Source: an optimization exercise on an open RTL-to-GDS flow (aim: small area, a short achievable clock period and few clock cycles per item). Production flows keep margins and buffers that such runs may drop.
Only simulation tests tie the RTL to the original design; equivalence was not proved.
Power and IR drop assume default switching activity.

==> flow/design.v <==
package dfq_pkg;
    localparam int unsigned DATA_W  = 32;
    localparam int unsigned COUNT_W = 5;
    typedef enum logic [1:0] {
        OP_UNIQUE = 2'd0,
        OP_PLAIN  = 2'd1,
        OP_DEQ    = 2'd2,
        OP_CLEAR  = 2'd3
    } t_opcode;
    typedef enum logic [2:0] {
        ST_ENQUEUED  = 3'd0,
        ST_DUPLICATE = 3'd1,
        ST_FULL      = 3'd2,
        ST_EMPTY     = 3'd3,
        ST_DEQUEUED  = 3'd4,
        ST_CLEARED   = 3'd5
    } t_status;
    typedef enum logic [2:0] {
        S_IDLE,
        S_SCAN,
        S_DEQ,
        S_EXEC,
        S_DONE
    } t_state;
    typedef struct packed {
        t_opcode                    opcode;
        logic signed [DATA_W-1:0]   value_in;
    } t_in_req;
    typedef struct packed {
        t_status                    status;
        logic signed [DATA_W-1:0]   value_out;
        logic [COUNT_W-1:0]         count_out;
    } t_out_req;
endpackage
module dfq_ram #(
    parameter int unsigned DEPTH  = 16,
    parameter int unsigned ADDR_W = 4
) (
    input  logic                       i_clk,
    input  logic                       i_wr_en,
    input  logic [ADDR_W-1:0]          i_wr_addr,
    input  logic [dfq_pkg::DATA_W-1:0] i_wr_data,
    input  logic                       i_rd_en,
    input  logic [ADDR_W-1:0]          i_rd_addr,
    output logic [dfq_pkg::DATA_W-1:0] o_rd_data
);
    logic [dfq_pkg::DATA_W-1:0] r_mem [DEPTH];
    logic [dfq_pkg::DATA_W-1:0] r_rd_data;
    always_ff @(posedge i_clk) begin
        if (i_wr_en) begin
            r_mem[i_wr_addr] <= i_wr_data;
        end
    end
    always_ff @(posedge i_clk) begin
        if (i_rd_en) begin
            r_rd_data <= r_mem[i_rd_addr];
        end
    end
    assign o_rd_data = r_rd_data;
endmodule
module dfq_ctrl #(
    parameter int unsigned DEPTH  = 16,
    parameter int unsigned ADDR_W = 4,
    parameter int unsigned CNT_W  = 5
) (
    input  logic                       i_clk,
    input  logic                       i_rst_n,
    input  logic                       i_in_valid,
    output logic                       o_in_ready,
    input  dfq_pkg::t_in_req           i_in_req,
    output logic                       o_res_valid,
    input  logic                       i_res_ready,
    output dfq_pkg::t_out_req          o_res,
    output logic                       o_wr_en,
    output logic [ADDR_W-1:0]          o_wr_addr,
    output logic [dfq_pkg::DATA_W-1:0] o_wr_data,
    output logic                       o_rd_en,
    output logic [ADDR_W-1:0]          o_rd_addr,
    input  logic [dfq_pkg::DATA_W-1:0] i_rd_data
);
    localparam logic [ADDR_W-1:0] LAST_IDX = ADDR_W'(DEPTH - 1);
    localparam logic [CNT_W-1:0]  FULL_CNT = CNT_W'(DEPTH);
    dfq_pkg::t_state     r_state, n_state;
    logic [ADDR_W-1:0]   r_head, n_head;
    logic [ADDR_W-1:0]   r_tail, n_tail;
    logic [CNT_W-1:0]    r_count, n_count;
    dfq_pkg::t_opcode    r_op, n_op;
    logic [dfq_pkg::DATA_W-1:0] r_value, n_value;
    logic [CNT_W-1:0]    r_scan_cnt, n_scan_cnt;
    logic [ADDR_W-1:0]   r_scan_ptr, n_scan_ptr;
    dfq_pkg::t_out_req   r_res, n_res;
    function automatic logic [ADDR_W-1:0] next_idx(input logic [ADDR_W-1:0] idx);
        next_idx = (idx == LAST_IDX) ? '0 : idx + 1'b1;
    endfunction
    always_ff @(posedge i_clk) begin
        if (!i_rst_n) begin
            r_state <= dfq_pkg::S_IDLE;
            r_head  <= '0;
            r_tail  <= '0;
            r_count <= '0;
        end else begin
            r_state <= n_state;
            r_head  <= n_head;
            r_tail  <= n_tail;
            r_count <= n_count;
        end
    end
    always_ff @(posedge i_clk) begin
        r_op       <= n_op;
        r_value    <= n_value;
        r_scan_cnt <= n_scan_cnt;
        r_scan_ptr <= n_scan_ptr;
        r_res      <= n_res;
    end
    always_comb begin
        n_state    = r_state;
        n_head     = r_head;
        n_tail     = r_tail;
        n_count    = r_count;
        n_op       = r_op;
        n_value    = r_value;
        n_scan_cnt = r_scan_cnt;
        n_scan_ptr = r_scan_ptr;
        n_res      = r_res;
        o_in_ready  = 1'b0;
        o_res_valid = 1'b0;
        o_wr_en     = 1'b0;
        o_wr_addr   = r_tail;
        o_wr_data   = r_value;
        o_rd_en     = 1'b0;
        o_rd_addr   = r_head;
        case (r_state)
            dfq_pkg::S_IDLE: begin
                o_in_ready = 1'b1;
                if (i_in_valid) begin
                    n_op    = i_in_req.opcode;
                    n_value = i_in_req.value_in;
                    n_state = dfq_pkg::S_EXEC;
                    case (i_in_req.opcode)
                        dfq_pkg::OP_UNIQUE: begin
                            if (r_count != '0) begin
                                o_rd_en    = 1'b1;
                                o_rd_addr  = r_head;
                                n_scan_cnt = '0;
                                n_scan_ptr = next_idx(r_head);
                                n_state    = dfq_pkg::S_SCAN;
                            end
                        end
                        dfq_pkg::OP_DEQ: begin
                            if (r_count != '0) begin
                                o_rd_en   = 1'b1;
                                o_rd_addr = r_head;
                                n_state   = dfq_pkg::S_DEQ;
                            end
                        end
                        default: begin
                            n_state = dfq_pkg::S_EXEC;
                        end
                    endcase
                end
            end
            dfq_pkg::S_SCAN: begin
                if (i_rd_data == r_value) begin
                    n_res.status    = dfq_pkg::ST_DUPLICATE;
                    n_res.value_out = '0;
                    n_res.count_out = dfq_pkg::COUNT_W'(r_count);
                    n_state         = dfq_pkg::S_DONE;
                end else if (r_scan_cnt == r_count - 1'b1) begin
                    n_state = dfq_pkg::S_EXEC;
                end else begin
                    o_rd_en    = 1'b1;
                    o_rd_addr  = r_scan_ptr;
                    n_scan_ptr = next_idx(r_scan_ptr);
                    n_scan_cnt = r_scan_cnt + 1'b1;
                end
            end
            dfq_pkg::S_DEQ: begin
                n_head          = next_idx(r_head);
                n_count         = r_count - 1'b1;
                n_res.status    = dfq_pkg::ST_DEQUEUED;
                n_res.value_out = i_rd_data;
                n_res.count_out = dfq_pkg::COUNT_W'(r_count - 1'b1);
                n_state         = dfq_pkg::S_DONE;
            end
            dfq_pkg::S_EXEC: begin
                n_state         = dfq_pkg::S_DONE;
                n_res.value_out = '0;
                case (r_op)
                    dfq_pkg::OP_UNIQUE, dfq_pkg::OP_PLAIN: begin
                        if (r_count == FULL_CNT) begin
                            n_res.status    = dfq_pkg::ST_FULL;
                            n_res.count_out = dfq_pkg::COUNT_W'(r_count);
                        end else begin
                            o_wr_en         = 1'b1;
                            n_tail          = next_idx(r_tail);
                            n_count         = r_count + 1'b1;
                            n_res.status    = dfq_pkg::ST_ENQUEUED;
                            n_res.count_out = dfq_pkg::COUNT_W'(r_count + 1'b1);
                        end
                    end
                    dfq_pkg::OP_DEQ: begin
                        n_res.status    = dfq_pkg::ST_EMPTY;
                        n_res.count_out = dfq_pkg::COUNT_W'(r_count);
                    end
                    default: begin
                        n_head          = '0;
                        n_tail          = '0;
                        n_count         = '0;
                        n_res.status    = dfq_pkg::ST_CLEARED;
                        n_res.count_out = '0;
                    end
                endcase
            end
            dfq_pkg::S_DONE: begin
                o_res_valid = 1'b1;
                if (i_res_ready) begin
                    n_state = dfq_pkg::S_IDLE;
                end
            end
            default: begin
                n_state = dfq_pkg::S_IDLE;
            end
        endcase
    end
    assign o_res = r_res;
endmodule
module dedup_fifo_queue #(
    parameter int unsigned QUEUE_DEPTH = 16
) (
    input  logic               i_clk,
    input  logic               i_rst_n,
    input  logic               i_in_valid,
    output logic               o_in_ready,
    input  logic [1:0]         i_in_opcode,
    input  logic [31:0]        i_in_value,
    output logic               o_out_valid,
    input  logic               i_out_ready,
    output logic [2:0]         o_out_status,
    output logic [31:0]        o_out_value,
    output logic [4:0]         o_out_count
);
    localparam int unsigned ADDR_W = (QUEUE_DEPTH > 1) ? $clog2(QUEUE_DEPTH) : 1;
    localparam int unsigned CNT_W  = $clog2(QUEUE_DEPTH + 1);
    logic                       wr_en;
    logic [ADDR_W-1:0]          wr_addr;
    logic [dfq_pkg::DATA_W-1:0] wr_data;
    logic                       rd_en;
    logic [ADDR_W-1:0]          rd_addr;
    logic [dfq_pkg::DATA_W-1:0] rd_data;
    logic                       res_valid;
    logic                       res_ready;
    dfq_pkg::t_out_req          res;
    dfq_pkg::t_in_req           i_in_req;
    assign i_in_req.opcode   = dfq_pkg::t_opcode'(i_in_opcode);
    assign i_in_req.value_in = i_in_value;
    logic                       r_out_valid, n_out_valid;
    dfq_pkg::t_out_req          r_out_req, n_out_req;
    dfq_ctrl #(
        .DEPTH  (QUEUE_DEPTH),
        .ADDR_W (ADDR_W),
        .CNT_W  (CNT_W)
    ) u_ctrl (
        .i_clk       (i_clk),
        .i_rst_n     (i_rst_n),
        .i_in_valid  (i_in_valid),
        .o_in_ready  (o_in_ready),
        .i_in_req    (i_in_req),
        .o_res_valid (res_valid),
        .i_res_ready (res_ready),
        .o_res       (res),
        .o_wr_en     (wr_en),
        .o_wr_addr   (wr_addr),
        .o_wr_data   (wr_data),
        .o_rd_en     (rd_en),
        .o_rd_addr   (rd_addr),
        .i_rd_data   (rd_data)
    );
    dfq_ram #(
        .DEPTH  (QUEUE_DEPTH),
        .ADDR_W (ADDR_W)
    ) u_ram (
        .i_clk     (i_clk),
        .i_wr_en   (wr_en),
        .i_wr_addr (wr_addr),
        .i_wr_data (wr_data),
        .i_rd_en   (rd_en),
        .i_rd_addr (rd_addr),
        .o_rd_data (rd_data)
    );
    assign res_ready = !r_out_valid || i_out_ready;
    always_comb begin
        n_out_valid = r_out_valid;
        n_out_req   = r_out_req;
        if (res_valid && res_ready) begin
            n_out_valid = 1'b1;
            n_out_req   = res;
        end else if (i_out_ready) begin
            n_out_valid = 1'b0;
        end
    end
    always_ff @(posedge i_clk) begin
        if (!i_rst_n) begin
            r_out_valid <= 1'b0;
        end else begin
            r_out_valid <= n_out_valid;
        end
    end
    always_ff @(posedge i_clk) begin
        r_out_req <= n_out_req;
    end
    assign o_out_valid = r_out_valid;
    assign o_out_status = r_out_req.status;
    assign o_out_value  = r_out_req.value_out;
    assign o_out_count  = r_out_req.count_out;
endmodule
==> flow/run.sh <==
#!/bin/bash
# synth_recipe.tcl (not shown) runs the flow's synth.tcl, then flattens the netlist and writes it again
# the make line also repeats each setting of config.mk as NAME=value (left out here)
make -C /OpenROAD-flow-scripts/flow DESIGN_CONFIG=/design/flow/config.mk WORK_HOME=/design/flow/orfs CLKGATE_MAP_FILE= SYNTH_SCRIPT=/design/flow/synth_recipe.tcl finish
==> flow/config.mk <==
export PLATFORM = sky130hd
export DESIGN_NAME = dedup_fifo_queue
export DESIGN_NICKNAME = dedup_fifo_queue
export VERILOG_FILES = /design/flow/design.v
export SDC_FILE = /design/flow/constraint.sdc
export NUM_CORES = 4
export LEC_CHECK = 0
export CAP_MARGIN = 20
export CORE_MARGIN = 2
export CORE_UTILIZATION = 50
export PLACE_DENSITY = 0.65
export SLEW_MARGIN = 40
==> flow/constraint.sdc <==
create_clock -name core_clock -period 6.0 [get_ports {i_clk}]
set_input_delay 1.2000 -clock core_clock [delete_from_list [all_inputs] [get_ports {i_clk}]]
set_output_delay 1.2000 -clock core_clock [all_outputs]
set_load 0.01 [all_outputs]
==> flow_metrics.py <==
metrics = {
    "synth": {
        "synth.top_cell.area_share_pct": 58.5,
        "yosys.cell_count.top_type": "sky130_fd_sc_hd__edfxtp_1",
        "synth_top_cells_by_count": "sky130_fd_sc_hd__edfxtp_1 (667), sky130_fd_sc_hd__nand2b_1 (516), sky130_fd_sc_hd__nand2_1 (289)",
        "synth_cell_type_count": 52,
        "synthesis.area_per_instance_um2": 11.5,
        "synth.net_count": 3026,
        "netlist_area_um2": 34200,
        "ys.warnings.count": 3,
        "postSynth.asyncResetShare_pct": 0,
        "netlist_top_cells_area": "sky130_fd_sc_hd__edfxtp_1 (59%), sky130_fd_sc_hd__nand2b_1 (9.4%), sky130_fd_sc_hd__a311oi_1 (6.6%)",
        "seq_area_frac_synth_pct": 59.5,
        "edff_count_synth": 667,
        "synth.largest_area_cell": "sky130_fd_sc_hd__edfxtp_1",
        "netlist_instances": 2978,
        "synth-seq-cells": 684,
        "synth_flop_cell": "sky130_fd_sc_hd__edfxtp_1",
    },
    "die": {
        "core.rowCount": 95,
        "die_height_um": 266,
        "start_util_pct": 50.7,
        "fp.dieArea_um2": 70600,
        "core-area_um2": 67500,
        "horizontal_die_dimension_um": 266,
        "count_of_pins_on_the_block_boundary": 80,
    },
    "routing": {
        "dr.first_iter.drc_count": 3727,
        "drt-total-wl_mm": 107,
        "firstDrtPassIters": 5,
        "wl_per_cell_um": 27.9,
        "m1WireLength_mm": 43.5,
        "met2_length_mm": 48.8,
        "routed.top_layer": "met5",
        "wl_met3_mm": 11.1,
        "dr_total_vias": 26200,
        "post-route-drc-count": 0,
        "antenna_violation_net_count_after_detailed_routing": 0,
        "detail_route.vias_per_cell": 6.86,
    },
    "global_routing": {
        "first_global_vias": 25500,
        "overflow": 0,
        "antenna_violations_before_repair": 10,
        "grt_util_all_layers_pct": 29.7,
        "grt_max_degree": 175,
        "grt_pass1_wl_mm": 158,
    },
    "finish": {
        "multiInputGateArea_um2": 12900,
        "register_area_um2": 20400,
        "flow.area_growth_from_synthesis_pct": 12.3,
        "insertedDiodeCount": 0,
        "post_route_cells_drive_above_1_share_pct": 6.78,
        "finalNetCount": 2941,
        "filler_cell_count": 5390,
        "finish.cell_count_without_fillers": 3823,
    },
    "worst_setup_path": {
        "cp_buf_inv_count": 2,
        "crit_family": "simple AND/OR/NAND/NOR gates",
        "critPathMaxFanout": 110,
        "reg2reg_from": "u_ctrl.r_value[26]$_DFFE_PP_",
        "timing.critical_path.to_type": "register",
        "critPathKind": "register to register",
        "critical_path.max_stage_delay_ns": 0.82,
        "crit_slowest_cell": "sky130_fd_sc_hd__nor4_2",
        "setup_crit_start_kind": "register",
        "rr_endpoint": "u_ram.r_rd_data[18]$_DFFE_PP_",
        "worstPathCellList": "xnor2_1, nand4_1, nor4_2, a21o_4, buf_12, buf_16, a211oi_1, a311oi_1, o32ai_1, or4_1",
        "reg2reg_slack_ns": 1.19,
        "cp_required_ns": 6.35,
        "reg2reg_depth": 10,
        "arrival_ns": 5.16,
    },
    "cts": {
        "ctsHtreeMaxLevel": 3,
        "cts_tree": "built",
        "cts.reportedPaths.clkPinSlew_ns": 0.06,
        "worst_skew_pair.late_latency_ns": 0.62,
        "numCtsBuffers": 74,
        "clock_tree_root": "sky130_fd_sc_hd__clkbuf_16",
        "cts_repair_resize_count": 0,
        "ctsLongestPathBuffers": 3,
        "cts.sink_count": 684,
        "cts_hold_buffers": 0,
        "post-cts-setup-buffer-count": 0,
    },
    "placed_design": {
        "placedCellCount": 3689,
        "place.port_buffers": 79,
        "place_hpwl_mm": 55.8,
        "gpl.final_weighted_congestion": 0.810,
        "post_place_setup_slack_ns": 1.29,
    },
    "power_and_ir_drop": {
        "power.switching_w": 0.00718,
        "peakVddDrop_mv": 0.449,
        "power.clock.fraction_pct": 24.8,
        "internal-power_w": 0.0112,
        "power.sequential.fraction_pct": 37.4,
        "power.share.switching_pct": 39.0,
        "pwr_density_cell_nw_per_um2": 479,
        "leakage_nw": 12.1,
        "power.share.combinational_pct": 37.8,
    },
    "hold_path": {
        "cell_depth_of_the_worst_min_delay_path": 0,
        "hold_path_end": "r_out_req[20]$_DFFE_PP_",
        "timing.hold.worst.class": "register to register",
        "timing.hold.worst.start": "u_ctrl.r_res[20]$_SDFFCE_PN0P_",
    },
    "timing": {
        "finalSetupViolCount": 0,
        "transition_time_of_the_tightest_slew_check_pin_ns": 1.05,
        "holdWs_ns": 0.417,
        "final.setup.worst_slack_ns": 1.19,
        "worst_max_slew_margin_expressed_relative_to_the_limit_pct": 30.0,
        "layout_worst_path_cycle_share_pct": 80.1,
        "setup_repair_after_global_routing_missed_its_margin": "false",
        "final_hold_violation_count": 0,
        "maxSlewViolCount": 0,
        "shortest_period_the_worst_path_allows_ns": 4.81,
        "clock_skew_ns": 0.0217,
        "fmax_mhz": 208,
        "setup-tns-final_ns": 0,
    },
    "job": {
        "maximum_capacitance_violations": 0,
    },
    "run_status": {
        "status": "complete, no violations",
    },
}
placed cells by master, fill, tap and decap left out, drive strengths merged, types with 39 or more instances in the layout:
cell             n
a211oi         259
nor2            39
a21oi          273
o32ai           64
nand2b         516
clkdlybuf4s50   79
a311oi         256
o22ai           65
buf             65
clkbuf         105
and2            40
edfxtp         667
nand2          290
state kept, by name, indices dropped and copies added, names as in the netlist:
name and count:
u_ctrl.r_tail 4, u_ctrl.r_state 3, u_ram.r_rd_data 32, u_ctrl.r_count 5
u_ctrl.r_head 4, u_ram.r_mem 512, u_ctrl.r_scan_cnt 5, r_out_req 40
u_ctrl.r_op 2, u_ctrl.r_value 32, u_ctrl.r_res 40, r_out_valid 1
u_ctrl.r_scan_ptr 4
cells by family after synthesis:
group | synth area share, %
DFF | 59.5
muxes | 0.0695
xor gates and xnor gates | 1.20
and+or+nand+nor | 15.2
adders and majority gates | 0.366
AOI/OAI and AO/OA | 20.0
buffers and inverters | 3.58
per-stage QoR:
step / total power [W] / utilization [%] / instance area, um2
3_3_place_gp: 0.0134 / 52.9 / 35700
2_1_floorplan: 0.0113 / - / 34200
3_5_place_dp: 0.0137 / 53.3 / 36000
4_1_cts: 0.0183 / 56.9 / 38400
5_1_grt: 0.0191 / 56.9 / 38400
6_report: 0.0184 / 56.9 / 38400
worst max path at each step:
stage	startpoint	endpoint	cells past startpoint	slack [ns]
after CTS	u_ctrl.r_value[26]$_DFFE_PP_	u_ram.r_rd_data[18]$_DFFE_PP_	10	1.29
after global routing	u_ctrl.r_value[17]$_DFFE_PP_	u_ram.r_rd_data[9]$_DFFE_PP_	10	1.04
after floorplan	u_ctrl.r_value[20]$_DFFE_PP_	u_ctrl.r_res[0]$_DFFE_PP_	8	0.83
after global placement	u_ctrl.r_value[26]$_DFFE_PP_	u_ram.r_rd_data[6]$_DFFE_PP_	9	1.12
after detailed placement	u_ctrl.r_value[26]$_DFFE_PP_	u_ram.r_rd_data[18]$_DFFE_PP_	10	1.29
final	u_ctrl.r_value[26]$_DFFE_PP_	u_ram.r_rd_data[18]$_DFFE_PP_	10	1.19
power groups by stage:
stage                     Clock, W  Combinational [W]  Sequential, W
after floorplan                  0            0.00468        0.00660
after global placement           0            0.00647        0.00694
after detailed placement         0            0.00678        0.00696
after CTS                  0.00461            0.00679        0.00686
after global routing       0.00480            0.00740        0.00692
final                      0.00456            0.00695        0.00688
cell type report:
type	instances	area share, %
Sequential cell	684	53.0
Clock buffer	105	5.42
Tap cell	873	2.84
Multi-Input combinational cell	1982	33.5
Clock inverter	28	0.791
Timing Repair Buffer	144	4.34
Inverter	7	0.0684
per-layer routing:
layer  vias up  global-route usage, %
met1     13100                   41.6
met5         -                      0
met4         2                   9.96
li1      11400                      -
met2      1511                   46.9
met3       231                   5.60
Testbench counts, summed over its fixed seeds: cycles 61,203, items 9,600.

==> static timing again, ports no longer ideal <==
The results above use ideal ports. As a check the final layout listed here was re-extracted and re-timed, cells and wires unchanged.
Step 1 sets driving cells, clkbuf_16 on the clock port and buf_2 on the other inputs (assumed; they add their load-dependent delay and slew).
Step 2 times the ports against the registers' clock, not the clock port: input delays grow and output delays shrink by t, the midpoint of the rising clock arrivals with the driver on.
Slacks: no drivers / after step 1 / after step 2; pairs: no drivers / after step 1.
t (ns): 0.679
slack for setup (ns): 1.191 / 1.191 / 1.191
worst hold slack (ns): 0.417 / 0.417 / 0.417
After both steps setup and hold are still met in this run. For this run, drivers alone change the setup slack by 0.000 ns; drivers and shift together by 0.000 ns.
